This design comes from an exercise in tuning for a short achievable clock period and few clock cycles on the open sky130 flow, not from production work. Only simulation tests tie the RTL to the original design; equivalence was not proved. No activity file was given, so power comes from the tool's default toggle rates.

## mips_core
module mips_core (
    input  logic                            clk,
    input  logic                            rst,
    input  logic [mips_pkg::XLEN-1:0]       imem_inst,
    output logic [mips_pkg::XLEN-1:0]       imem_addr,
    output logic                            wb_en,
    output logic [mips_pkg::REG_ADDR_W-1:0] wb_addr,
    output logic [mips_pkg::XLEN-1:0]       wb_data,
    output logic                            overflow,
    output logic                            syscall
);
Settings: LEC_CHECK=0, CAP_MARGIN=20, CORE_MARGIN=2, CORE_UTILIZATION=40, PLACE_DENSITY=0.6, SLEW_MARGIN=20, SYNTH_HIERARCHICAL=1, TNS_END_PERCENT=100; clock period 10.0 ns.
standard.sh (not shown) runs the stock make flow with config.mk's settings and CLKGATE_MAP_FILE= SYNTH_SCRIPT=/design/flow/synth_recipe.tcl, a recipe that flattens the netlist after the stock synthesis.
==> flow/flow/run.sh <==
#!/bin/bash
set -euo pipefail
here=$(pwd)
{
  echo "include $here/config.mk"
  echo "export DONT_USE_CELLS = sky130_fd_sc_hd__maj3_1 sky130_fd_sc_hd__maj3_2 sky130_fd_sc_hd__maj3_4"
} > "$here/config_run.mk"
export BUFFER_PORTS_ARGS="-buffer_cell sky130_fd_sc_hd__buf_6"
bash standard.sh DESIGN_CONFIG="$here/config_run.mk" SETUP_SLACK_MARGIN=7 ADDER_MAP_FILE= finish > standard.log 2>&1
The first run went through all stages and came out clean.
Testbench counts at the start, summed over its fixed seeds: cycles 63,543.
==> next run, changes <==
--- a/flow/design.v
+++ b/flow/design.v
@@ -487,19 +487,19 @@
         for (int k = 1; k < 32; k++)
             rs_m_rf = rs_m_rf | ({7{rs_oh_m_d[k]}} & regs[k][6:0]);
     end
     assign rs_m = byp_rs_d ? w_data[6:0] : rs_m_rf;
     assign rs_val = byp_rs_d ? w_data : rs_rf;
     assign rt_val = byp_rt_d ? w_data : rt_rf;
     logic [6:0]  d_ea;
     logic        stall;
     add_w #(.W(7)) add_ea (.a(rs_m), .b(imm[6:0]), .cin(1'b0), .sum(d_ea));
-    assign stall = v_d && i_lw && e_wen && (e_rd == rs);   
+    assign stall = v_d && (i_lw || i_sw) && e_wen && (e_rd == rs);   
     add_w #(.W(30)) add_tgt (.a(pcp4_d), .b({{14{imm[15]}}, imm}), .cin(1'b0), .sum(d_tgt));
     assign j_tgt        = {pcp4_d[31:28], ir[25:0]};
     assign d_pred_taken = pred_d || i_j;
     assign d_redirect   = v_d && !pred_d && i_j;   
     logic [31:0] a, b, st, ld_data, other;
     logic [31:0] s_nn, s_fn, s_nf, s_nfi, s_ff;
     logic        o_nn, o_fn, o_nf, o_nfi, o_ff;
     logic        ovf, eq, taken;
     add_w add_nn  (.a(e_a), .b(e_b), .cin(e_inv), .sum(s_nn));
@@ -525,24 +525,18 @@
         if (e_fa && e_fb)
             eq = 1'b1;
         else if (e_fa)
             eq = eq_fn;
         else if (e_fb)
             eq = eq_nf;
         else
             eq = eq_nn;
     end
-    logic [6:0]  st_ea;
-    logic [31:0] st_idx;
-    add_w #(.W(7)) add_st (.a(w_g[6:0]), .b(e_b[6:0]), .cin(1'b0), .sum(st_ea));
-    always_comb
-        for (int k = 0; k < DMEM_WORDS; k++)
-            st_idx[k] = (st_ea[6:2] == 5'(k));
     always_comb begin
         ld_data = '0;
         for (int k = 0; k < DMEM_WORDS; k++)
             ld_data = ld_data | ({32{e_idx[k]}} & dmem[k]);
     end
     assign other  = ({32{e_sel_and}} & (a & b)) |
                     ({32{e_sel_or}}  & (a | b)) |
                     ({32{e_sel_ld}}  & ld_data) |
                     ({32{e_r_ff}}    & s_ff);
@@ -702,19 +696,19 @@
         o_rd   <= w_rd;
         o_data <= w_data;
         w_f    <= res_f;
         w_n    <= res_n;
         w_g    <= res_g;
         w_data <= res_d;
         for (int k = 1; k < 32; k++)
             w_we[k] <= e_wen && (e_rd == 5'(k));
         for (int k = 0; k < DMEM_WORDS; k++)
-            if (e_sw && (e_fa ? st_idx[k] : e_idx[k]))
+            if (e_sw && e_idx[k])
                 dmem[k] <= st;
         ins_pc  <= e_pc[11:2];
         ins_tgt <= e_tgt[11:2];
         upd_idx   <= e_bidx;
         upd_taken <= taken;
         if (upd_v) begin
             if (upd_taken) begin
                 btb_cnt[upd_idx] <= btb_cnt[upd_idx] + 4'd1;
             end else begin
Outcome:
- The changed run completed with no timing, DRC or antenna violations
- cell count falls by 0.61%
- wire length falls by 1.5%
- hold slack gains 0.0053 ns
- sequential power is about the same
- flip-flop and latch count is unchanged
- power falls by 0.98%
- sequential share of layout area rises by 0.60 points
- clock skew rises by 0.012 ns
- final area falls by 1.4%
Testbench counts after the change, summed over its fixed seeds: cycles 63,747.

[re-timing with driven ports]
No port has a modelled driver above. Below, the same layouts with a new extraction and two added sets of constraints. Step 1: set_driving_cell puts a clkbuf_16 on clk and a buf_2 on each other input, an assumption about the parent block. Step 2 adds t to the input delays and takes it off the output delays; t is the mean of the earliest and latest rising clock arrival at the registers after step 1. Input paths then give back, and output paths get back, about the clock's delay inside the block. Slacks: ideal / step 1 / step 2; pairs: ideal / step 1.
run | t, ns | slack for setup (ns) | hold slack, ns
the first run | 1.052 | 6.468 / 6.349 / 6.042 | 0.307 / 0.307 / 0.307
the second run | 1.047 | 6.491 / 6.384 / 6.564 | 0.312 / 0.312 / 0.312
After both steps every run listed still meets setup and hold. For the first run, which loses most, drivers alone change the setup slack by -0.119 ns; drivers and shift together by -0.426 ns.
